From an optimization exercise on the open Yosys and OpenROAD flow, aimed at small area; shortcuts taken in it are not production practice.
The RTL was checked by simulation tests, not by an equivalence proof against the original design.
Power figures rest on the tool's default switching activity, not on a simulated workload.

$ cat config.mk
export PLATFORM = sky130hd
export DESIGN_NAME = banco_registros_sb
export DESIGN_NICKNAME = banco_registros_sb
export VERILOG_FILES = /design/flow/design.v
export SDC_FILE = /design/flow/constraint.sdc
export NUM_CORES = 4
export LEC_CHECK = 0
export CAP_MARGIN = 20
export CORE_MARGIN = 2
export CORE_UTILIZATION = 40
export CTS_BUF_LIST = sky130_fd_sc_hd__clkbuf_16
export CTS_CLUSTER_DIAMETER = 120
export CTS_CLUSTER_SIZE = 25
export SLEW_MARGIN = 20
export SYNTH_HIERARCHICAL = 1
export SYNTH_MINIMUM_KEEP_SIZE = 0
$ cat constraint.sdc
create_clock -name core_clock -period 8.0 [get_ports {clk}]
set_input_delay 1.6000 -clock core_clock [delete_from_list [all_inputs] [get_ports {clk}]]
set_output_delay 1.6000 -clock core_clock [all_outputs]
set_load 0.01 [all_outputs]
$ cat design.v
package regfile_pkg;
  localparam int DEF_DATA_W = 32;
  localparam int DEF_ADDR_W = 5;
endpackage
module rf_aoi
#(
  parameter int M = 3
) (
  input  logic [M-1:0] d,
  input  logic [M-1:0] s,
  output logic         y_n
);
  assign y_n = !(|(d & s));
endmodule
module rf_rdbit
#(
  parameter int N = 32
) (
  input  logic [N-1:0] d,
  input  logic [N-1:0] s,
  output logic         y
);
  localparam int G = N / 3;    
  logic [G-1:0] g_n;
  for (genvar g = 0; g < G; g++) begin : g_grp
    rf_aoi #(.M(3)) u_aoi (.d(d[3*g +: 3]), .s(s[3*g +: 3]), .y_n(g_n[g]));
  end
  always_comb begin
    y = !(&g_n);
    for (int i = 3*G; i < N; i++) y = y | (d[i] & s[i]);
  end
endmodule
module banco_registros_sb
#(
  parameter int DATA_W   = regfile_pkg::DEF_DATA_W,
  parameter int ADDR_W   = regfile_pkg::DEF_ADDR_W,
  parameter int N_RD     = 2,
  parameter int ZERO_REG = 1,
  parameter int BYPASS   = 1
) (
  input  logic                     clk,
  input  logic                     rst_n,
  input  logic [N_RD*ADDR_W-1:0]   ra,
  output logic [N_RD*DATA_W-1:0]   dr,
  output logic [N_RD-1:0]          rbusy,
  input  logic                     we,
  input  logic [ADDR_W-1:0]        wa,
  input  logic [DATA_W-1:0]        wd,
  input  logic                     rsv,
  input  logic [ADDR_W-1:0]        rsv_a,
  output logic [2**ADDR_W-1:0]     pend,
  output logic [ADDR_W:0]          nbusy
);
  localparam int DEPTH = 2**ADDR_W;
  logic [DEPTH-1:1]  wr_dec;     
  logic [DEPTH-1:1]  rsv_dec;    
  logic [DEPTH-1:1]  vld;        
  logic [DEPTH-1:1]  p;          
  logic [DATA_W-1:0] banco [DEPTH-1:1];
  logic              wclr;       
  logic              inc, dec;
  always_comb begin
    for (int i = 1; i < DEPTH; i++) begin
      wr_dec[i]  = we  && (wa    == ADDR_W'(i));
      rsv_dec[i] = rsv && (rsv_a == ADDR_W'(i));
    end
  end
  assign wclr = we && !(rsv && (rsv_a == wa));
  for (genvar i = 1; i < DEPTH; i++) begin : g_reg
    always_ff @(posedge clk) begin
      if (wr_dec[i]) banco[i] <= wd;
    end
    always_ff @(posedge clk or negedge rst_n) begin
      if (!rst_n)         vld[i] <= 1'b0;
      else if (wr_dec[i]) vld[i] <= 1'b1;
    end
  end
  always_ff @(posedge clk or negedge rst_n) begin
    if (!rst_n) p <= '0;
    else        p <= rsv_dec | (p & ~wr_dec);
  end
  assign pend = {p, 1'b0};
  assign inc = |(rsv_dec & ~p);
  assign dec = |(wr_dec & p & ~rsv_dec);
  always_ff @(posedge clk or negedge rst_n) begin
    if (!rst_n)          nbusy <= '0;
    else if (inc & !dec) nbusy <= nbusy + 1'b1;
    else if (dec & !inc) nbusy <= nbusy - 1'b1;
  end
  for (genvar k = 0; k < N_RD; k++) begin : g_rd
    logic [ADDR_W-1:0] ra_k;
    logic [DEPTH-1:1]  hit_r;    
    logic [DEPTH-1:0]  sel;      
    logic              hit, fwd;
    assign ra_k = ra[k*ADDR_W +: ADDR_W];
    assign hit  = (wa == ra_k) && (ra_k != '0);
    assign fwd  = rst_n && we && hit;
    always_comb begin
      for (int i = 1; i < DEPTH; i++) hit_r[i] = (ra_k == ADDR_W'(i));
    end
    assign sel = {hit_r & vld & {(DEPTH-1){!fwd}}, fwd};
    for (genvar b = 0; b < DATA_W; b++) begin : g_bit
      logic [DEPTH-1:0] col;
      always_comb begin
        col[0] = wd[b];
        for (int i = 1; i < DEPTH; i++) col[i] = banco[i][b];
      end
      rf_rdbit #(.N(DEPTH)) u_bit (.d(col), .s(sel), .y(dr[k*DATA_W + b]));
    end
    assign rbusy[k] = |(hit_r & p) && !(wclr && hit);
  end
endmodule
$ cat flow/run.sh
#!/bin/bash
# The standard layout, with two changes to how it is made:
#  - port buffers are the smallest buffer (buf_1) instead of the delay cell
#    buffer_ports picks by default;
#  - clock tree synthesis inserts no dummy loads.
# Each ORFS step keeps its full log under orfs/logs/; make's own output goes
# to flow_make.log here.
set -euo pipefail
export BUFFER_PORTS_ARGS="-buffer_cell sky130_fd_sc_hd__buf_1"
export CTS_ARGS="-sink_clustering_enable -repair_clock_nets -dont_use_dummy_load -buf_list sky130_fd_sc_hd__clkbuf_16 -sink_clustering_size 25 -sink_clustering_max_diameter 120"
bash standard.sh > flow_make.log 2>&1
$ cat standard.sh
#!/bin/bash
# synth_recipe.tcl (not shown) runs the flow's synth.tcl, then flattens the netlist and writes it again
# the make line also repeats each setting of config.mk as NAME=value (left out here)
make -C /OpenROAD-flow-scripts/flow DESIGN_CONFIG=/design/flow/config.mk WORK_HOME=/design/flow/orfs CLKGATE_MAP_FILE= SYNTH_SCRIPT=/design/flow/synth_recipe.tcl "${@:-finish}"
==> metrics.csv, run 1 <==
stage;metric;value;unit
synth;yosys-top-cells-area;edfxtp_1 68%, a222oi_1 15%, dfrtp_1 3.9%;
timing;tightest_slew;1260;ps
finish;syn_to_final_growth;10.0;%
timing;hold_viol;0;
synth;synth_area_leader_cell;edfxtp_1;
synth;syn_area_per_cell;16.8;um2
die;ioPinCount;160;
clock_network;worstSkewPairLatency;620;ps
flow_run;cap_violations;0;
timing;finalSetupTns;0;ps
die;rows;121;
power_and_ir_drop;total_power;10.2;mW
clock_network;cts_tree;done;
clock_network;cts_buffers;48;
die;core;0.109;mm2
synth;netlist_instances;2598;
synth;synth_flop_cell;edfxtp_1;
grt;first_global_vias;32600;
clock_network;cts_sinks;1060;
synth;synth_nets;2660;
timing;fmax;137;MHz
die;dieArea;0.112;mm2
timing;post-route-period-util;91.5;%
routing;avgViaCountPerCell;7.67;
setup_path;crit_slowest_cell;or4_4;
grt;grt_usage;29.3;%
finish;finalNetCount;2924;
setup_path;cpLargestDelayFamily;simple AND/OR/NAND/NOR gates;
clock_network;cts_hold_buf;0;
finish;stdcell_area;0.0480;mm2
setup_path;crit_type;input pin to output port;
finish;n_antenna_cell;0;
synth;syn-cell-area;0.0437;mm2
routing;drcViolationCount;0;
die;die_height;334;um
timing;setup_viol;0;
routing;wire_per_inst;39.6;um
place;dp_hpwl;97200;um
setup_path;crit_fanout;32;
timing;whs;490;ps
timing;rsz0062_at_grt;false;
routing;via_count;32800;
setup_path;crit_path_end_kind;output port;
power_and_ir_drop;power_density;212;mW/mm2
setup_path;crit_path_start_kind;input pin;
power_and_ir_drop;p_leak;15.2;nW
clock_network;htree_levels;2;
finish;final_cells;4274;
grt;grt_max_degree;69;
min_path;hp-class;register to register;
routing;wl;169000;um
outcome;outcome;timing/DRC/antenna clean;
clock_network;cts_resized;0;
routing;firstDrtPassIters;15;
die;initial_core_util;40.2;%
synth;synth_edf_count;992;
setup_path;cp.arrival;5720;ps
place;placed_cell_area;0.0468;mm2
setup_path;r2r_setup_slack;4280;ps
timing;finClkSkew;23.3;ps
finish;drive_gt1_share;10.6;%
synth;ys_ff_latch;1060;
grt;antenna_found_initial;2;
setup_path;required;6400;ps
die;die-width;334;um
synth;synth_warnings;9;
synth;ys_async_sr_fraction;6.42;%
timing;slew_viol_final;0;
clock_network;clk_pin_slew;70;ps
place;placed_cells;4225;
place;io_buffers;158;
timing;finalCriticalPeriod;7320;ps
synth;yosysMostFrequentCell;edfxtp_1;
finish;nFillCells;9421;
setup_path;cp_slowest_stage_delay;650;ps
power_and_ir_drop;ir_drop;0.218;mV
synth;synth_top_area_share;68.2;%
routing;drt_iter0_markers;8695;
grt;overflow;0;
setup_path;crit_buf_inv;3;
setup_path;cp_cell_sequence;buf_1, xnor2_1, nand4_1, o41ai_1, buf_4, nor2_1, and3_2, a222oi_1, nand4_1, or4_4, buf_1;
synth;synthTopCellsByCount;992 x edfxtp_1, 640 x a222oi_1, 139 x nand4_1, 118 x nand2_1, 68 x dfrtp_1;
grt;grt_pass1_wl;236000;um
finish;multi_input_area;0.0120;mm2
routing;antenna_left;0;
place;routabilityCongestion;0.951;
clock_network;clockRootBuffer;clkbuf_16;
clock_network;postCtsSetupBuffers;0;
synth;yosysSeqAreaShare;72.1;%
synth;synth_cell_types;70;
timing;max_slew_margin;16.0;%
finish;seq_area;0.0315;mm2
clock_network;cts_buffer_depth;3;
cell usage in the layout (no fill, tap or decap), types with 13 or more instances in the layout:
cell type,n
a222oi_1,640
nor2_4,14
buf_4,111
clkbuf_16,48
and3_2,27
or4_4,64
a22o_1,65
nand2b_1,27
o2111ai_1,20
and3_1,36
nand2_1,118
nand4_1,139
dfrtp_1,68
nor3_1,31
xnor2_1,16
nor2_1,20
o21ai_0,60
nor2b_1,14
or2_2,13
edfxtp_1,992
buf_1,156
per-stage QoR:
| step | setup slack, ps | util (%) |
|---|---|---|
| after floorplan | 2100 | - |
| after global placement | 909 | 43.1 |
| after detailed placement | 934 | 43.1 |
| after CTS | 914 | 44.2 |
| after global routing | 633 | 44.3 |
| final | 680 | 44.3 |
layer usage:
layer | GRT usage, % | wire, um | vias to the layer above | part of all wire [%]
met5 | 0 | 7 | - | 0.0041
met3 | 7.36 | 23300 | 593 | 14
li1 | - | - | 12800 | -
met1 | 37.6 | 58500 | 16400 | 35
met2 | 45.0 | 75000 | 3029 | 44
met4 | 17.5 | 12400 | 2 | 7.3
final timing paths:
path | endpoint | startpoint | cells past startpoint
max in group asynchronous | nbusy[5]$_DFFE_PN0P_ | rst_n | 2
setup reg to reg | nbusy[5]$_DFFE_PN0P_ | p[21]$_DFF_PN0_ | 12
hold reg to reg | vld[25]$_DFFE_PN0P_ | vld[25]$_DFFE_PN0P_ | 1
min in group asynchronous | vld[7]$_DFFE_PN0P_ | rst_n | 2
hold / removal | vld[25]$_DFFE_PN0P_ | vld[25]$_DFFE_PN0P_ | 1
setup / recovery | dr[35] | ra[6] | 11
final cells by class:
type,count,area share [%]
Clock buffer,48,2.50
Inverter,26,0.211
Multi-Input combinational cell,1454,25.0
Sequential cell,1060,65.5
Tap cell,1414,3.68
Timing Repair Buffer,272,3.10
logic make-up after synthesis:
group,after synthesis,synth area share (%)
other cells,1,0.00859
mux,14,0.332
flops,1060,72.1
buf+inv,84,0.765
compound gates,843,18.0
xor+xnor,18,0.361
simple gates,572,8.20
fa+ha+maj,6,0.189
flip-flops by register name, indices dropped and copies added (netlist names):
signal / count
vld: 31
nbusy: 6
banco: 992
p: 31
where the power goes:
group | internal (mW) | total, mW | switching [mW]
clock | 1.08 | 2.73 | 1.65
combinational | 0.352 | 1.06 | 0.706
sequential | 6.20 | 6.42 | 0.214
total | 7.63 | 10.2 | 2.58
==> run 2, diff against run 1 <==
==> run.sh (new file) <==
#!/bin/bash
# synth_recipe.tcl (not shown) runs the flow's synth.tcl, then flattens the netlist and writes it again
# the make line also repeats each setting of config.mk as NAME=value (left out here)
make -C /OpenROAD-flow-scripts/flow DESIGN_CONFIG=/design/flow/config.mk WORK_HOME=/design/flow/orfs CLKGATE_MAP_FILE= SYNTH_SCRIPT=/design/flow/synth_recipe.tcl finish
--- a/config.mk
+++ b/config.mk
@@ -10,5 +10,2 @@
 export CORE_UTILIZATION = 40
-export CTS_BUF_LIST = sky130_fd_sc_hd__clkbuf_16
-export CTS_CLUSTER_DIAMETER = 120
-export CTS_CLUSTER_SIZE = 25
 export SLEW_MARGIN = 20
removed: flow/run.sh
removed: standard.sh
==> metrics.csv, run 2 <==
stage;metric;value;unit
outcome;outcome;timing/DRC/antenna clean;
die;die-width;334;um
synth;synth_nets;2660;
setup_path;crit_fanout;32;
grt;grt_pass1_wl;232000;um
power_and_ir_drop;p_sw;3.09;mW
synth;synth_flop_cell;edfxtp_1;
grt;grt_usage;28.8;%
die;die_height;334;um
timing;setup_viol;0;
clock_network;worstSkewPairLatency;700;ps
place;placed_cell_area;0.0479;mm2
synth;synthTopCellsByCount;992 x edfxtp_1, 640 x a222oi_1, 139 x nand4_1, 118 x nand2_1, 68 x dfrtp_1;
timing;slew_viol_final;0;
routing;firstDrtPassIters;13;
finish;final_common_cell;edfxtp_1;
setup_path;required;6400;ps
setup_path;cpLargestDelayFamily;simple AND/OR/NAND/NOR gates;
timing;hold_viol;0;
setup_path;crit_type;input pin to output port;
routing;wire_per_inst;37.5;um
finish;regMostFlops;banco;
routing;antenna_left;0;
die;initial_core_util;40.2;%
timing;rsz0062_at_grt;false;
timing;finalSetupTns;0;ps
place;dp_hpwl;95000;um
clock_network;clockRootBuffer;clkbuf_16;
finish;reg_top3;banco (992), p (31), vld (31);
timing;max_slew_margin;17.8;%
die;ioPinCount;160;
power_and_ir_drop;p_int;9.53;mW
finish;drive_gt1_share;13.7;%
routing;drt_iter0_markers;8323;
place;io_buffers;158;
routing;drcViolationCount;0;
clock_network;cts_buffers;106;
grt;antenna_found_initial;0;
power_and_ir_drop;total_power;12.6;mW
timing;finalCriticalPeriod;7770;ps
power_and_ir_drop;ir_drop;0.167;mV
die;rows;121;
timing;fmax;129;MHz
clock_network;cts_hold_buf;0;
setup_path;cp.arrival;6170;ps
routing;m1WireLength;59100;um
routing;wl_met3;22100;um
power_and_ir_drop;seqPwrFrac;50.9;%
synth;synth_edf_count;992;
timing;whs;477;ps
flow_run;cap_violations;0;
setup_path;crit_buf_inv;4;
clock_network;cts_sinks;1060;
synth;syn_area_per_cell;16.8;um2
setup_path;cp_cell_sequence;clkdlybuf4s50_1, buf_4, xnor2_1, nand4_1, o41ai_1, buf_4, nor2_1, and3_2, a222oi_1, nand4_1, or4_4, clkdlybuf4s50_1;
setup_path;crit_path_start_kind;input pin;
timing;finClkSkew;19.9;ps
synth;ys_ff_latch;1060;
setup_path;crit_slowest_cell;o41ai_1;
die;dieArea;0.112;mm2
clock_network;clk_pin_slew;60;ps
clock_network;postCtsSetupBuffers;0;
finish;stdcell_area;0.0514;mm2
clock_network;htree_levels;3;
place;routabilityCongestion;0.939;
synth;yosysMostFrequentCell;edfxtp_1;
min_path;hp-class;register to register;
clock_network;cts_tree;done;
synth;netlist_instances;2598;
finish;largest_reg_flops;992;
finish;finalNetCount;3007;
power_and_ir_drop;sw_frac_of_total;24.5;%
synth;ys_async_sr_fraction;6.42;%
routing;avgViaCountPerCell;7.43;
synth;synth_top_area_share;68.2;%
power_and_ir_drop;clkPwrFrac;39.3;%
synth;syn-cell-area;0.0437;mm2
clock_network;cts_resized;0;
setup_path;crit_path_end_kind;output port;
power_and_ir_drop;p_leak;16.8;nW
synth;yosysSeqAreaShare;72.1;%
routing;met2WireLength;75800;um
power_and_ir_drop;power_density;245;mW/mm2
timing;tightest_slew;1230;ps
synth;yosys-top-cells-area;edfxtp_1 68%, a222oi_1 15%, dfrtp_1 3.9%;
routing;top_layer;met4;
die;core;0.109;mm2
synth;synth_cell_types;70;
timing;post-route-period-util;97.2;%
clock_network;cts_buffer_depth;3;
power_and_ir_drop;comb_power_share;9.8;%
finish;n_antenna_cell;0;
setup_path;cp_slowest_stage_delay;730;ps
synth;synth_area_leader_cell;edfxtp_1;
finish;final_cell_mix;992 x edfxtp_1, 640 x a222oi_1, 157 x clkdlybuf4s50_1;
synth;synth_warnings;9;
routing;via_count;33000;
routing;wl;167000;um
grt;overflow;0;
grt;grt_max_degree;69;
grt;first_global_vias;32300;
finish;syn_to_final_growth;17.7;%
## run 2: cell counts after synthesis
No cell type changed its count.
## run 2: routing by layer
| layer | vias up | track usage [%] |
|---|---|---|
| met5 | - | 0 |
| met4 | 0 | 15.5 |
| met3 | 442 | 7.08 |
| met2 | 2831 | 44.5 |
| met1 | 16600 | 37.4 |
| li1 | 13100 | - |
## run 2: per-stage QoR
step | utilization, % | worst slack, ps | cells
finish | 47.4 | 226 | 4447
global route | 47.4 | 167 | 4447
CTS | 47.4 | 368 | 4446
detailed placement | 44.2 | 363 | 4250
global placement | 44.2 | 372 | 4250
floorplan | - | 2100 | 2598
## run 2: worst paths after layout
check	slack [ps]	cells after the start	endpoint	start
worst max-delay path	230	12	dr[50]	wa[2]
worst min-delay path	480	1	nbusy[5]$_DFFE_PN0P_	nbusy[5]$_DFFE_PN0P_
worst max register to register	4080	12	nbusy[5]$_DFFE_PN0P_	p[21]$_DFF_PN0_
worst min register to register	480	1	nbusy[5]$_DFFE_PN0P_	nbusy[5]$_DFFE_PN0P_
max in group asynchronous	6160	2	nbusy[0]$_DFFE_PN0P_	rst_n
min in group asynchronous	1180	2	p[11]$_DFF_PN0_	rst_n
## run 2: power by group through the flow
stage	Combinational (mW)	Clock, mW	Sequential (mW)
after floorplan	0.508	0	6.45
after global placement	1.19	0	6.51
after detailed placement	1.21	0	6.52
after CTS	1.22	4.98	6.41
after global routing	1.30	5.21	6.42
final	1.24	4.96	6.42
## run 2: area by class of cell
type                       count  area, um2
clock buffer                 130       2850
clock inverter                66        616
fill                        9097      57100
inverter                      26       97.6
multi-input combinational   1454      12000
sequential                  1060      31500
tap                         1414       1770
timing repair buffer         297       2640
## run 2: logic make-up after synthesis
kind of cell	after synthesis	share of synthesized area, %
compound gates	843	18.0
xor+xnor	18	0.361
fa+ha+maj	6	0.189
buf+inv	84	0.765
flops	1060	72.1
mux	14	0.332
other cells	1	0.00859
simple gates	572	8.20
==> run 3, diff against run 2 <==
--- a/design.v
+++ b/design.v
@@ -32,2 +32,38 @@
 endmodule
+module rf_pre
+#(
+  parameter int W  = 2,
+  parameter int EN = 1
+) (
+  input  logic [W-1:0]    a,
+  input  logic            en,
+  output logic [2**W-1:0] y_n
+);
+  always_comb begin
+    for (int i = 0; i < 2**W; i++) y_n[i] = !(((EN == 0) || en) && (a == W'(i)));
+  end
+endmodule
+module rf_nor2 (
+  input  logic a,
+  input  logic b,
+  output logic y
+);
+  assign y = !(a || b);
+endmodule
+module rf_dec
+#(
+  parameter int EN = 1
+) (
+  input  logic [4:0]  a,
+  input  logic        en,
+  output logic [31:0] y
+);
+  logic [3:0] lo_n;
+  logic [7:0] hi_n;
+  rf_pre #(.W(2), .EN(EN)) u_lo (.a(a[1:0]), .en(en), .y_n(lo_n));
+  rf_pre #(.W(3), .EN(0))  u_hi (.a(a[4:2]), .en(1'b1), .y_n(hi_n));
+  for (genvar i = 0; i < 32; i++) begin : g_y
+    rf_nor2 u_nor (.a(lo_n[i % 4]), .b(hi_n[i / 4]), .y(y[i]));
+  end
+endmodule
 module banco_registros_sb
@@ -54,2 +90,3 @@
   localparam int DEPTH = 2**ADDR_W;
+  logic [DEPTH-1:0]  wr_all, rsv_all;
   logic [DEPTH-1:1]  wr_dec;     
@@ -61,8 +98,6 @@
   logic              inc, dec;
-  always_comb begin
-    for (int i = 1; i < DEPTH; i++) begin
-      wr_dec[i]  = we  && (wa    == ADDR_W'(i));
-      rsv_dec[i] = rsv && (rsv_a == ADDR_W'(i));
-    end
-  end
+  rf_dec #(.EN(1)) u_wdec (.a(wa),    .en(we),  .y(wr_all));
+  rf_dec #(.EN(1)) u_rdec (.a(rsv_a), .en(rsv), .y(rsv_all));
+  assign wr_dec  = wr_all[DEPTH-1:1];
+  assign rsv_dec = rsv_all[DEPTH-1:1];
   assign wclr = we && !(rsv && (rsv_a == wa));
@@ -82,4 +117,7 @@
   assign pend = {p, 1'b0};
-  assign inc = |(rsv_dec & ~p);
-  assign dec = |(wr_dec & p & ~rsv_dec);
+  logic rsv_p, wr_p;    
+  rf_rdbit #(.N(DEPTH-1)) u_rsvp (.d(p), .s(rsv_dec), .y(rsv_p));
+  rf_rdbit #(.N(DEPTH-1)) u_wrp  (.d(p), .s(wr_dec),  .y(wr_p));
+  assign inc = rsv && (rsv_a != '0) && !rsv_p;
+  assign dec = wr_p && wclr;
   always_ff @(posedge clk or negedge rst_n) begin
@@ -91,5 +129,6 @@
     logic [ADDR_W-1:0] ra_k;
+    logic [DEPTH-1:0]  hit_all;
     logic [DEPTH-1:1]  hit_r;    
     logic [DEPTH-1:0]  sel;      
-    logic              hit, fwd;
+    logic              hit, fwd, bz;
     assign ra_k = ra[k*ADDR_W +: ADDR_W];
@@ -97,5 +136,4 @@
     assign fwd  = rst_n && we && hit;
-    always_comb begin
-      for (int i = 1; i < DEPTH; i++) hit_r[i] = (ra_k == ADDR_W'(i));
-    end
+    rf_dec #(.EN(0)) u_adec (.a(ra_k), .en(1'b1), .y(hit_all));
+    assign hit_r = hit_all[DEPTH-1:1];
     assign sel = {hit_r & vld & {(DEPTH-1){!fwd}}, fwd};
@@ -109,3 +147,4 @@
     end
-    assign rbusy[k] = |(hit_r & p) && !(wclr && hit);
+    rf_rdbit #(.N(DEPTH-1)) u_busy (.d(p), .s(hit_r), .y(bz));
+    assign rbusy[k] = bz && !(wclr && hit);
   end
==> flow/run.sh (new file) <==
#!/bin/bash
# The standard layout, with these changes to how it is made:
#  - after floorplan, combinational cells that synthesis upsized are swapped
#    for the smallest cell of the same function (downsize.tcl); placement's
#    repair then sizes up only where needed;
#  - port buffers are the smallest buffer (buf_1) instead of the delay cell
#    buffer_ports picks by default;
#  - clock tree synthesis uses clkbuf_4 with small sink clusters and inserts
#    no dummy loads.
# Each ORFS step keeps its full log under orfs/logs/; make's own output and
# the downsizing step's output go to their own logs here.
set -euo pipefail
HERE=$(pwd)
export BUFFER_PORTS_ARGS="-buffer_cell sky130_fd_sc_hd__buf_1"
export CTS_ARGS="-sink_clustering_enable -repair_clock_nets -dont_use_dummy_load -buf_list sky130_fd_sc_hd__clkbuf_4 -sink_clustering_size 10 -sink_clustering_max_diameter 60"
bash standard.sh floorplan > "$HERE/flow_make_floorplan.log" 2>&1
R="$HERE/orfs/results/$FLOW_PLATFORM/banco_registros_sb/base"
PLATFORM_DIR="$FLOW_HOME/platforms/$FLOW_PLATFORM" ODB_IN="$R/2_floorplan.odb" ODB_OUT="$R/2_floorplan.odb" \
  openroad -no_init -exit "$HERE/flow/downsize.tcl" > "$HERE/flow_downsize.log" 2>&1
bash standard.sh > "$HERE/flow_make_finish.log" 2>&1
==> flow/downsize.tcl (new file) <==
# Swap each combinational cell that synthesis left at a higher drive strength
# for the smallest-area cell of the same function (same name but for the
# drive suffix). Placement's repair then upsizes or buffers only where slew,
# capacitance or timing need it. Registers and clock cells are not touched.
read_lef $::env(PLATFORM_DIR)/lef/sky130_fd_sc_hd.tlef
read_lef $::env(PLATFORM_DIR)/lef/sky130_fd_sc_hd_merged.lef
read_liberty $::env(PLATFORM_DIR)/lib/sky130_fd_sc_hd__tt_025C_1v80.lib
read_db $::env(ODB_IN)

set db [ord::get_db]
array set best {}
foreach lib [$db getLibs] {
  foreach m [$lib getMasters] {
    set n [$m getName]
    if {![regexp {^(sky130_fd_sc_hd__[a-z0-9]+)_(\d+)$} $n -> base drive]} continue
    if {[regexp {^sky130_fd_sc_hd__(df|edf|sdf|sedf|dl|sdl|clk|lpflow|probe|tap|fill|decap|diode|conb|buf|inv|bufinv|bufbuf|ebuf|einv)} $n]} continue
    set a [expr {[$m getWidth] * [$m getHeight]}]
    if {![info exists best($base)] || $a < [lindex $best($base) 1]} {
      set best($base) [list $n $a]
    }
  }
}

set swapped 0
set saved 0.0
foreach inst [[ord::get_db_block] getInsts] {
  set m [$inst getMaster]
  set n [$m getName]
  if {![regexp {^(sky130_fd_sc_hd__[a-z0-9]+)_(\d+)$} $n -> base drive]} continue
  if {![info exists best($base)]} continue
  lassign $best($base) bn ba
  set a [expr {[$m getWidth] * [$m getHeight]}]
  if {$bn eq $n || $ba >= $a} continue
  replace_cell [$inst getName] $bn
  incr swapped
  set saved [expr {$saved + ($a - $ba) / 1e6}]
}
puts "downsize: swapped $swapped cells, saved [format %.1f $saved] um2"
write_db $::env(ODB_OUT)
==> standard.sh (new file) <==
#!/bin/bash
# synth_recipe.tcl (not shown) runs the flow's synth.tcl, then flattens the netlist and writes it again
# the make line also repeats each setting of config.mk as NAME=value (left out here)
make -C /OpenROAD-flow-scripts/flow DESIGN_CONFIG=/design/flow/config.mk WORK_HOME=/design/flow/orfs CLKGATE_MAP_FILE= SYNTH_SCRIPT=/design/flow/synth_recipe.tcl "${@:-finish}"
removed: run.sh
==> metrics.csv, run 3 <==
stage;metric;value;unit
setup_path;crit_path_end_kind;output port;
die;die_height;332;um
outcome;outcome;timing/DRC/antenna clean;
grt;grt_max_degree;69;
place;routabilityCongestion;0.994;
setup_path;r2r_cells;11;
timing;whs;487;ps
routing;wl;158000;um
grt;grt_usage;27.5;%
power_and_ir_drop;power_density;204;mW/mm2
finish;regMostFlops;banco;
min_path;worstHoldStart;vld[4]$_DFFE_PN0P_;
timing;max_slew_margin;27.7;%
finish;final_cell_mix;992 x edfxtp_1, 680 x a222oi_1, 157 x buf_1;
die;die-width;332;um
routing;via_count;32200;
timing;slew_viol_final;0;
setup_path;crit_path_start_kind;input pin;
clock_network;cts_buffers;118;
place;dp_hpwl;91400;um
finish;stdcell_area;0.0472;mm2
synth;syn_area_per_cell;17.4;um2
die;dieArea;0.110;mm2
place;io_buffers;158;
routing;firstDrtPassIters;14;
setup_path;crit_fanout;32;
routing;avgViaCountPerCell;7.51;
min_path;hold_depth;1;
timing;finalCriticalPeriod;7320;ps
synth;synth_warnings;13;
setup_path;rr_startpoint;p[19]$_DFF_PN0_;
timing;rsz0062_at_grt;false;
routing;drcViolationCount;0;
timing;tightest_slew;1080;ps
synth;syn-cell-area;0.0431;mm2
die;ioPinCount;160;
min_path;hold-path-endpoint;vld[4]$_DFFE_PN0P_;
grt;antenna_found_initial;7;
clock_network;htree_levels;3;
die;initial_core_util;40.3;%
finish;syn_to_final_growth;9.50;%
clock_network;cts_buffer_depth;3;
timing;fmax;137;MHz
setup_path;r2r-end;nbusy[5]$_DFFE_PN0P_;
die;core;0.107;mm2
routing;drt_iter0_markers;7989;
place;placed_cell_area;0.0463;mm2
finish;reg_top3;banco (992), p (31), vld (31);
setup_path;crit_type;input pin to output port;
timing;setup_viol;0;
clock_network;clk_pin_slew;100;ps
finish;largest_reg_flops;992;
grt;grt_pass1_wl;221000;um
clock_network;cts_sinks;1060;
routing;antenna_left;0;
timing;finClkSkew;69.9;ps
grt;first_global_vias;32000;
clock_network;postCtsSetupBuffers;0;
routing;wire_per_inst;36.8;um
clock_network;cts_resized;0;
power_and_ir_drop;ir_drop;0.128;mV
power_and_ir_drop;p_leak;15.2;nW
synth;netlist_instances;2481;
grt;overflow;0;
timing;hold_viol;0;
setup_path;r2r_setup_slack;4150;ps
clock_network;cts_tree;done;
die;rows;120;
timing;worst_slack;680;ps
min_path;hp-class;register to register;
synth;synth_nets;2543;
finish;drive_gt1_share;11.0;%
flow_run;cap_violations;0;
setup_path;cp.arrival;5720;ps
clock_network;worstSkewPairLatency;930;ps
setup_path;required;6400;ps
finish;finalNetCount;2946;
timing;post-route-period-util;91.5;%
timing;finalSetupTns;0;ps
finish;nFillCells;9404;
place;pre_cts_slack;803;ps
clock_network;cts_hold_buf;0;
finish;final_common_cell;edfxtp_1;
clock_network;clockRootBuffer;clkbuf_4;
run 3: layout make-up:
cell class	count	area (um2)	area share (%)
antenna	3	7.51	0.0159
clock buffer	118	886	1.88
inverter	34	128	0.270
sequential	1060	31500	66.7
timing repair buffer	291	1590	3.37
multi-input combinational	1379	11400	24.1
tap	1403	1760	3.72
run 3: worst max-delay path by stage:
| stage | startpoint | endpoint | slack (ps) |
|---|---|---|---|
| after floorplan | wa[1] | nbusy[5]$_DFFE_PN0P_ | 2180 |
| after global placement | wa[4] | dr[58] | 850 |
| after detailed placement | wa[4] | dr[58] | 800 |
| after CTS | wa[4] | dr[26] | 800 |
| after global routing | wa[4] | dr[26] | 390 |
| final | wa[4] | dr[22] | 680 |
run 3: metal layers:
layer / up-vias / global-route usage, % / part of all wire (%)
met1: 16100 / 37.0 / 35
li1: 12700 / - / -
met5: - / 0 / 0
met4: 0 / 14.1 / 5.5
met2: 2978 / 41.8 / 44
met3: 427 / 6.25 / 15
run 3: critical path: stages:
cell       delay, ps
buf_1            400
xor2_1           160
nor4_1           460
o2111ai_2        540
buf_4            390
and3_1           190
buf_4            310
a222oi_1         430
nand4_1          350
or4_1            640
buf_1            200
run 3: power breakdown:
part,total [mW],internal (mW),leakage [nW],switching [mW]
logic,0.940,0.290,4.95,0.649
registers,6.36,6.21,9.74,0.154
clock network,2.35,0.671,0.543,1.68
total,9.65,7.17,15.2,2.49
run 3: through the flow:
stage	total power [mW]	util, %	cells
floorplan	6.91	-	2481
CTS	9.66	44.1	4285
finish	9.65	44.1	4288
global placement	7.36	43.3	4167
detailed placement	7.39	43.3	4167
global route	9.95	44.1	4286
==> run 4, diff against run 3 <==
--- a/design.v
+++ b/design.v
@@ -22,11 +22,9 @@
 );
-  localparam int G = N / 3;    
+  localparam int G = (N + 2) / 3;    
   logic [G-1:0] g_n;
   for (genvar g = 0; g < G; g++) begin : g_grp
-    rf_aoi #(.M(3)) u_aoi (.d(d[3*g +: 3]), .s(s[3*g +: 3]), .y_n(g_n[g]));
+    localparam int M = (3*g + 3 <= N) ? 3 : N - 3*g;
+    rf_aoi #(.M(M)) u_aoi (.d(d[3*g +: M]), .s(s[3*g +: M]), .y_n(g_n[g]));
   end
-  always_comb begin
-    y = !(&g_n);
-    for (int i = 3*G; i < N; i++) y = y | (d[i] & s[i]);
-  end
+  assign y = !(&g_n);
 endmodule
@@ -68,2 +66,56 @@
 endmodule
+module rf_popcnt (
+  input  logic [30:0] v,
+  output logic [5:0]  n
+);
+  logic [55:0] t;
+  rf_fa u_fa0 (.a(v[0]), .b(v[1]), .c(v[2]), .s(t[0]), .co(t[1]));
+  rf_fa u_fa1 (.a(v[3]), .b(v[4]), .c(v[5]), .s(t[2]), .co(t[3]));
+  rf_fa u_fa2 (.a(v[6]), .b(v[7]), .c(v[8]), .s(t[4]), .co(t[5]));
+  rf_fa u_fa3 (.a(v[9]), .b(v[10]), .c(v[11]), .s(t[6]), .co(t[7]));
+  rf_fa u_fa4 (.a(v[12]), .b(v[13]), .c(v[14]), .s(t[8]), .co(t[9]));
+  rf_fa u_fa5 (.a(v[15]), .b(v[16]), .c(v[17]), .s(t[10]), .co(t[11]));
+  rf_fa u_fa6 (.a(v[18]), .b(v[19]), .c(v[20]), .s(t[12]), .co(t[13]));
+  rf_fa u_fa7 (.a(v[21]), .b(v[22]), .c(v[23]), .s(t[14]), .co(t[15]));
+  rf_fa u_fa8 (.a(v[24]), .b(v[25]), .c(v[26]), .s(t[16]), .co(t[17]));
+  rf_fa u_fa9 (.a(v[27]), .b(v[28]), .c(v[29]), .s(t[18]), .co(t[19]));
+  rf_fa u_fa10 (.a(t[0]), .b(t[2]), .c(t[4]), .s(t[20]), .co(t[21]));
+  rf_fa u_fa11 (.a(t[6]), .b(t[8]), .c(t[10]), .s(t[22]), .co(t[23]));
+  rf_fa u_fa12 (.a(t[12]), .b(t[14]), .c(t[16]), .s(t[24]), .co(t[25]));
+  rf_fa u_fa13 (.a(t[1]), .b(t[3]), .c(t[5]), .s(t[26]), .co(t[27]));
+  rf_fa u_fa14 (.a(t[7]), .b(t[9]), .c(t[11]), .s(t[28]), .co(t[29]));
+  rf_fa u_fa15 (.a(t[13]), .b(t[15]), .c(t[17]), .s(t[30]), .co(t[31]));
+  rf_fa u_fa16 (.a(t[20]), .b(t[22]), .c(t[24]), .s(t[32]), .co(t[33]));
+  rf_fa u_fa17 (.a(t[21]), .b(t[23]), .c(t[25]), .s(t[34]), .co(t[35]));
+  rf_fa u_fa18 (.a(t[26]), .b(t[28]), .c(t[30]), .s(t[36]), .co(t[37]));
+  rf_fa u_fa19 (.a(t[27]), .b(t[29]), .c(t[31]), .s(t[38]), .co(t[39]));
+  rf_fa u_fa20 (.a(t[32]), .b(t[18]), .c(v[30]), .s(t[40]), .co(t[41]));
+  rf_fa u_fa21 (.a(t[33]), .b(t[34]), .c(t[36]), .s(t[42]), .co(t[43]));
+  rf_fa u_fa22 (.a(t[35]), .b(t[37]), .c(t[38]), .s(t[44]), .co(t[45]));
+  rf_fa u_fa23 (.a(t[41]), .b(t[42]), .c(t[19]), .s(t[46]), .co(t[47]));
+  rf_ha u_ha0 (.a(t[45]), .b(t[39]), .s(t[48]), .co(t[49]));
+  rf_fa u_fa24 (.a(t[47]), .b(t[43]), .c(t[44]), .s(t[50]), .co(t[51]));
+  rf_ha u_ha1 (.a(t[51]), .b(t[48]), .s(t[52]), .co(t[53]));
+  rf_ha u_ha2 (.a(t[53]), .b(t[49]), .s(t[54]), .co(t[55]));
+  assign n = {t[55], t[54], t[52], t[50], t[46], t[40]};
+endmodule
+module rf_fa (
+  input  logic a,
+  input  logic b,
+  input  logic c,
+  output logic s,
+  output logic co
+);
+  assign s  = a ^ b ^ c;
+  assign co = (a & b) | (a & c) | (b & c);
+endmodule
+module rf_ha (
+  input  logic a,
+  input  logic b,
+  output logic s,
+  output logic co
+);
+  assign s  = a ^ b;
+  assign co = a & b;
+endmodule
 module banco_registros_sb
@@ -97,3 +149,2 @@
   logic              wclr;       
-  logic              inc, dec;
   rf_dec #(.EN(1)) u_wdec (.a(wa),    .en(we),  .y(wr_all));
@@ -117,12 +168,3 @@
   assign pend = {p, 1'b0};
-  logic rsv_p, wr_p;    
-  rf_rdbit #(.N(DEPTH-1)) u_rsvp (.d(p), .s(rsv_dec), .y(rsv_p));
-  rf_rdbit #(.N(DEPTH-1)) u_wrp  (.d(p), .s(wr_dec),  .y(wr_p));
-  assign inc = rsv && (rsv_a != '0) && !rsv_p;
-  assign dec = wr_p && wclr;
-  always_ff @(posedge clk or negedge rst_n) begin
-    if (!rst_n)          nbusy <= '0;
-    else if (inc & !dec) nbusy <= nbusy + 1'b1;
-    else if (dec & !inc) nbusy <= nbusy - 1'b1;
-  end
+  rf_popcnt u_cnt (.v(p), .n(nbusy));
   for (genvar k = 0; k < N_RD; k++) begin : g_rd
--- a/flow/run.sh
+++ b/flow/run.sh
@@ -7,4 +7,6 @@
 #    buffer_ports picks by default;
-#  - clock tree synthesis uses clkbuf_4 with small sink clusters and inserts
-#    no dummy loads.
+#  - clock tree synthesis uses small clock buffers with small sink clusters
+#    and inserts no dummy loads;
+#  - after global routing, cells off the critical paths are sized down
+#    (repair_timing -recover_power).
 # Each ORFS step keeps its full log under orfs/logs/; make's own output and
@@ -14,3 +16,4 @@
 export BUFFER_PORTS_ARGS="-buffer_cell sky130_fd_sc_hd__buf_1"
-export CTS_ARGS="-sink_clustering_enable -repair_clock_nets -dont_use_dummy_load -buf_list sky130_fd_sc_hd__clkbuf_4 -sink_clustering_size 10 -sink_clustering_max_diameter 60"
+export CTS_ARGS="-sink_clustering_enable -repair_clock_nets -dont_use_dummy_load -buf_list sky130_fd_sc_hd__clkbuf_4 -sink_clustering_size 8 -sink_clustering_max_diameter 50"
+export RECOVER_POWER=100
 bash standard.sh floorplan > "$HERE/flow_make_floorplan.log" 2>&1
==> metrics.csv, run 4 <==
stage;metric;value;unit
setup_path;crit_path_start_kind;input pin;
clock_network;worstSkewPairLatency;1070;ps
synth;syn_area_per_cell;17.6;um2
routing;via_count;32700;
setup_path;crit_path_end_kind;output port;
finish;syn_to_final_growth;9.15;%
power_and_ir_drop;p_leak;14.7;nW
timing;whs;490;ps
timing;finalCriticalPeriod;7490;ps
setup_path;cp-endpoint;dr[48];
timing;post-route-period-util;93.6;%
clock_network;cts_sinks;1054;
outcome;violations;capacitance limit, slew limit;
routing;top_layer;met5;
setup_path;crit_fanout;32;
setup_path;required;6400;ps
grt;antenna_found_initial;6;
routing;met2WireLength;73400;um
routing;firstDrtPassIters;14;
die;rows;120;
timing;hold_viol;0;
setup_path;crit_type;input pin to output port;
timing;rsz0062_at_grt;false;
setup_path;crit_slowest_cell;and3_2;
die;dieArea;0.110;mm2
flow_run;cap_violations;48;
die;die-width;332;um
synth;synth_warnings;11;
clock_network;clk_pin_slew;80;ps
setup_path;r2r_setup_slack;7110;ps
place;dp_hpwl;94600;um
timing;finClkSkew;0;ps
power_and_ir_drop;total_power;10.7;mW
clock_network;postCtsSetupBuffers;0;
timing;max_slew_margin;-145;%
setup_path;cp_slowest_stage_delay;1170;ps
synth;synth_nets;2527;
clock_network;cts_resized;0;
setup_path;rr_startpoint;p[16]$_DFF_PN0_;
finish;regMostFlops;banco;
finish;fin_util;43.9;%
timing;slew_viol_final;1487;
routing;wl;169000;um
die;initial_core_util;40.3;%
finish;reg_top3;banco (992), p (31), vld (31);
routing;drcViolationCount;0;
routing;m1WireLength;59400;um
min_path;hp-class;register to register;
grt;grt_pass1_wl;234000;um
clock_network;cts_buffers;151;
place;routabilityCongestion;0.935;
timing;tightest_slew;3670;ps
timing;setup_viol;0;
clock_network;htree_levels;4;
clock_network;cts_tree;done;
synth;netlist_instances;2443;
routing;avgViaCountPerCell;7.67;
setup_path;r2r_cells;1;
setup_path;r2r-end;p[16]$_DFF_PN0_;
grt;grt_usage;29.8;%
clock_network;cts_hold_buf;0;
grt;grt_max_degree;63;
grt;overflow;0;
finish;finalNetCount;2943;
routing;wire_per_inst;39.7;um
die;core;0.107;mm2
place;io_buffers;158;
power_and_ir_drop;power_density;228;mW/mm2
routing;wl_met3;27600;um
finish;final_common_cell;edfxtp_1;
synth;syn-cell-area;0.0430;mm2
die;ioPinCount;160;
routing;drt_iter0_markers;8742;
timing;finalSetupTns;0;ps
clock_network;cts_buffer_depth;3;
finish;final_cell_mix;992 x edfxtp_1, 660 x a222oi_1, 151 x clkbuf_4;
finish;largest_reg_flops;992;
grt;first_global_vias;32500;
outcome;outcome;finished with violations;
die;die_height;332;um
setup_path;cp-startpoint;wa[2];
power_and_ir_drop;ir_drop;1.38;mV
clock_network;clockRootBuffer;clkbuf_4;
setup_path;cp.arrival;5890;ps
timing;fmax;134;MHz
routing;antenna_left;0;
setup_path;cp_cell_sequence;clkbuf_1, or4_1, o211a_1, nand4_1, clkbuf_1, and3_2, a222oi_1, nand4_1, or3_1, buf_1;
finish;drive_gt1_share;10.4;%
-- run 4: final cells by class --
cell class | count | area [um2]
sequential | 1054 | 31300
antenna | 6 | 15.0
timing repair buffer | 276 | 1270
clock buffer | 151 | 1130
fill | 9407 | 59800
inverter | 33 | 124
tap | 1403 | 1760
multi-input combinational | 1343 | 11300
-- run 4: how the worst min path moves through the flow --
stage,start,end,cells after the start
after floorplan,vld[1]$_DFFE_PN0P_,vld[1]$_DFFE_PN0P_,1
after global placement,vld[22]$_DFFE_PN0P_,vld[22]$_DFFE_PN0P_,1
after detailed placement,vld[7]$_DFFE_PN0P_,vld[7]$_DFFE_PN0P_,1
after CTS,vld[22]$_DFFE_PN0P_,vld[22]$_DFFE_PN0P_,1
after global routing,vld[23]$_DFFE_PN0P_,vld[23]$_DFFE_PN0P_,1
final,vld[22]$_DFFE_PN0P_,vld[22]$_DFFE_PN0P_,1
-- run 4: power breakdown --
part           leakage [nW]  switching [mW]  total [mW]  internal [mW]
clock                 0.695            1.76        2.63          0.867
sequential             9.67           0.164        6.33           6.17
combinational          4.36            1.10        1.75          0.647
-- run 4: routing by layer --
metal / GRT usage [%] / up-vias
li1: - / 12500
met1: 38.9 / 16200
met3: 10.7 / 587
met4: 15.2 / 10
met5: 0.217 / -
met2: 43.8 / 3358
-- run 4: critical path, delay by kind of cell --
family                 cells  cell delay (ps)
AOI/OAI and AO/OA          2              510
buffers and inverters      3             1170
and+or+nand+nor            5             2590
-- run 4: stage by stage --
step           cells  cell area (um2)  setup slack, ps
2_1_floorplan   2443            43000             2290
3_3_place_gp    4107            46000             1150
3_5_place_dp    4107            46000             1030
4_1_cts         4258            47200             1040
5_1_grt         4262            46900              473
6_report        4266            46900              512
==> run 5, diff against run 4 <==
--- a/flow/run.sh
+++ b/flow/run.sh
@@ -9,4 +9,2 @@
 #    and inserts no dummy loads;
-#  - after global routing, cells off the critical paths are sized down
-#    (repair_timing -recover_power).
 # Each ORFS step keeps its full log under orfs/logs/; make's own output and
@@ -17,3 +15,2 @@
 export CTS_ARGS="-sink_clustering_enable -repair_clock_nets -dont_use_dummy_load -buf_list sky130_fd_sc_hd__clkbuf_4 -sink_clustering_size 8 -sink_clustering_max_diameter 50"
-export RECOVER_POWER=100
 bash standard.sh floorplan > "$HERE/flow_make_floorplan.log" 2>&1
==> metrics.csv, run 5 <==
stage;metric;value;unit
setup_path;cpLargestDelayFamily;simple AND/OR/NAND/NOR gates;
finish;regMostFlops;banco;
timing;finClkSkew;0;ps
clock_network;cts_hold_buf;0;
power_and_ir_drop;p_sw;3.03;mW
finish;final_cell_mix;992 x edfxtp_1, 660 x a222oi_1, 157 x buf_1;
power_and_ir_drop;comb_power_share;16.5;%
timing;fmax;140;MHz
clock_network;cts_tree;done;
timing;slew_viol_final;0;
clock_network;cts_buffers;151;
timing;setup_viol;0;
setup_path;cp_slowest_stage_delay;990;ps
power_and_ir_drop;total_power;10.7;mW
grt;grt_max_degree;63;
setup_path;r2r-end;p[16]$_DFF_PN0_;
die;dieArea;0.110;mm2
timing;tightest_slew;1270;ps
routing;wire_per_inst;39.6;um
min_path;hp-class;register to register;
timing;rsz0062_at_grt;false;
clock_network;htree_levels;4;
grt;overflow;0;
clock_network;postCtsSetupBuffers;0;
clock_network;worstSkewPairLatency;1070;ps
synth;syn_area_per_cell;17.6;um2
finish;fin_util;44.2;%
finish;final_common_cell;edfxtp_1;
grt;grt_usage;29.8;%
power_and_ir_drop;p_int;7.68;mW
setup_path;rr_startpoint;p[16]$_DFF_PN0_;
power_and_ir_drop;clkPwrFrac;24.5;%
die;die-width;332;um
routing;firstDrtPassIters;15;
synth;synth_warnings;11;
min_path;hold_depth;1;
min_path;hold-path-endpoint;vld[22]$_DFFE_PN0P_;
clock_network;cts_resized;0;
place;placed_cell_area;0.0460;mm2
timing;worst_slack;856;ps
grt;first_global_vias;32500;
power_and_ir_drop;p_leak;15.0;nW
timing;hold_viol;0;
grt;antenna_found_initial;6;
grt;grt_pass1_wl;234000;um
timing;finalCriticalPeriod;7140;ps
setup_path;crit_fanout;32;
finish;finalNetCount;2943;
synth;syn-cell-area;0.0430;mm2
finish;stdcell_area;0.0472;mm2
setup_path;crit_slowest_cell;and3_1;
setup_path;crit_path_end_kind;output port;
clock_network;clockRootBuffer;clkbuf_4;
power_and_ir_drop;ir_drop;1.38;mV
place;io_buffers;158;
finish;nFillCells;9344;
setup_path;crit_path_start_kind;input pin;
setup_path;required;6400;ps
die;core;0.107;mm2
min_path;worstHoldStart;vld[22]$_DFFE_PN0P_;
die;rows;120;
routing;drcViolationCount;0;
die;ioPinCount;160;
setup_path;crit_buf_inv;4;
finish;largest_reg_flops;992;
synth;synth_nets;2527;
setup_path;cp_cell_sequence;buf_1, or4_1, o211a_1, nand4_1, buf_4, and3_1, buf_4, a222oi_1, nand4_1, or3_1, buf_1;
timing;post-route-period-util;89.3;%
setup_path;crit_type;input pin to output port;
place;dp_hpwl;94600;um
routing;avgViaCountPerCell;7.67;
power_and_ir_drop;power_density;227;mW/mm2
routing;drt_iter0_markers;8955;
setup_path;r2r_cells;1;
die;initial_core_util;40.3;%
power_and_ir_drop;seqPwrFrac;59.0;%
synth;netlist_instances;2443;
flow_run;cap_violations;0;
clock_network;clk_pin_slew;80;ps
die;die_height;332;um
clock_network;cts_sinks;1054;
finish;reg_top3;banco (992), p (31), vld (31);
clock_network;cts_buffer_depth;3;
timing;max_slew_margin;15.1;%
finish;syn_to_final_growth;9.90;%
finish;drive_gt1_share;13.1;%
setup_path;r2r_setup_slack;7110;ps
timing;finalSetupTns;0;ps
routing;antenna_left;0;
routing;via_count;32700;
place;pre_cts_slack;1030;ps
power_and_ir_drop;sw_frac_of_total;28.3;%
setup_path;cp.arrival;5540;ps
routing;wl;169000;um
place;routabilityCongestion;0.935;
outcome;outcome;timing/DRC/antenna clean;
[run 5: worst max-delay path by stage]
stage	from	end	slack, ps	cells after the start
floorplan	wa[0]	dr[0]	2290	8
global placement	wa[2]	dr[26]	1150	11
CTS	wa[2]	dr[26]	1040	11
finish	wa[2]	dr[12]	860	11
detailed placement	wa[2]	dr[26]	1030	11
global route	wa[4]	dr[59]	840	11
[run 5: layout make-up]
cell class / count / area, um2 / share of cell area (%)
diodes: 8 / 20.0 / 0.0424
clock buffers: 151 / 1130 / 2.40
well taps: 1403 / 1760 / 3.72
multi-input cells: 1343 / 11300 / 24.0
inverters: 33 / 124 / 0.262
flip-flops and latches: 1054 / 31300 / 66.4
repair buffers: 276 / 1520 / 3.21
[run 5: metrics by stage]
stage | hold slack, ps | instances
CTS | 490 | 4258
global placement | 463 | 4107
floorplan | 444 | 2443
finish | 497 | 4268
global route | 513 | 4262
detailed placement | 465 | 4107
[run 5: power by group through the flow]
stage               clock network [mW]  logic [mW]  registers, mW
finish                            2.63        1.76           6.32
global route                      2.85        1.96           6.33
CTS                               2.65        1.77           6.31
detailed placement                   0        1.74           6.44
global placement                     0        1.73           6.43
floorplan                            0        1.35           6.39
[run 5: metal layers]
metal	wire length [um]	part of all wire (%)	global-route usage [%]	vias to the layer above
met5	60	0.035	0.217	-
met1	59500	35	38.9	16200
met2	72900	43	43.8	3401
met4	9080	5.4	15.2	8
met3	27600	16	10.7	598
li1	-	-	-	12500

separate check: timing with driven ports:
How much do the figures lean on ideal ports? The routed layouts below were timed once more, with nothing changed but the port constraints. Step 1 sets driving cells, clkbuf_16 on the clock port and buf_2 on the other inputs (assumed; they add their load-dependent delay and slew). Step 2 moves the port delays by t, midway between the first and last clock arrival at a register: inputs arrive t later, outputs are due t later. That takes back most of the time a late clock gives input paths. Slacks: ideal ports / drivers / drivers and shift; pairs: ideal ports / drivers.
| run | t (ns) | slack for setup (ns) | hold slack, ns | slew at the worst register clock pin (ns) |
|---|---|---|---|---|
| run 1 | 0.706 | 0.680 / 0.647 / 0.647 | 0.490 / 0.490 / 0.490 | 0.11 / 0.11 |
| run 2 | 0.758 | 0.226 / 0.202 / 0.202 | 0.477 / 0.477 / 0.477 | 0.07 / 0.07 |
| run 3 | 1.014 | 0.680 / 0.654 / 0.654 | 0.487 / 0.487 / 0.487 | 0.12 / 0.12 |
| run 4 | 1.148 | 0.512 / 0.488 / 0.488 | 0.490 / 0.490 / 0.490 | 0.10 / 0.10 |
| run 5 | 1.146 | 0.856 / 0.834 / 0.834 | 0.497 / 0.497 / 0.497 | 0.10 / 0.10 |
The setup slack of run 1, which loses most, moves by -0.033 ns with the drivers and by -0.033 ns with both steps.
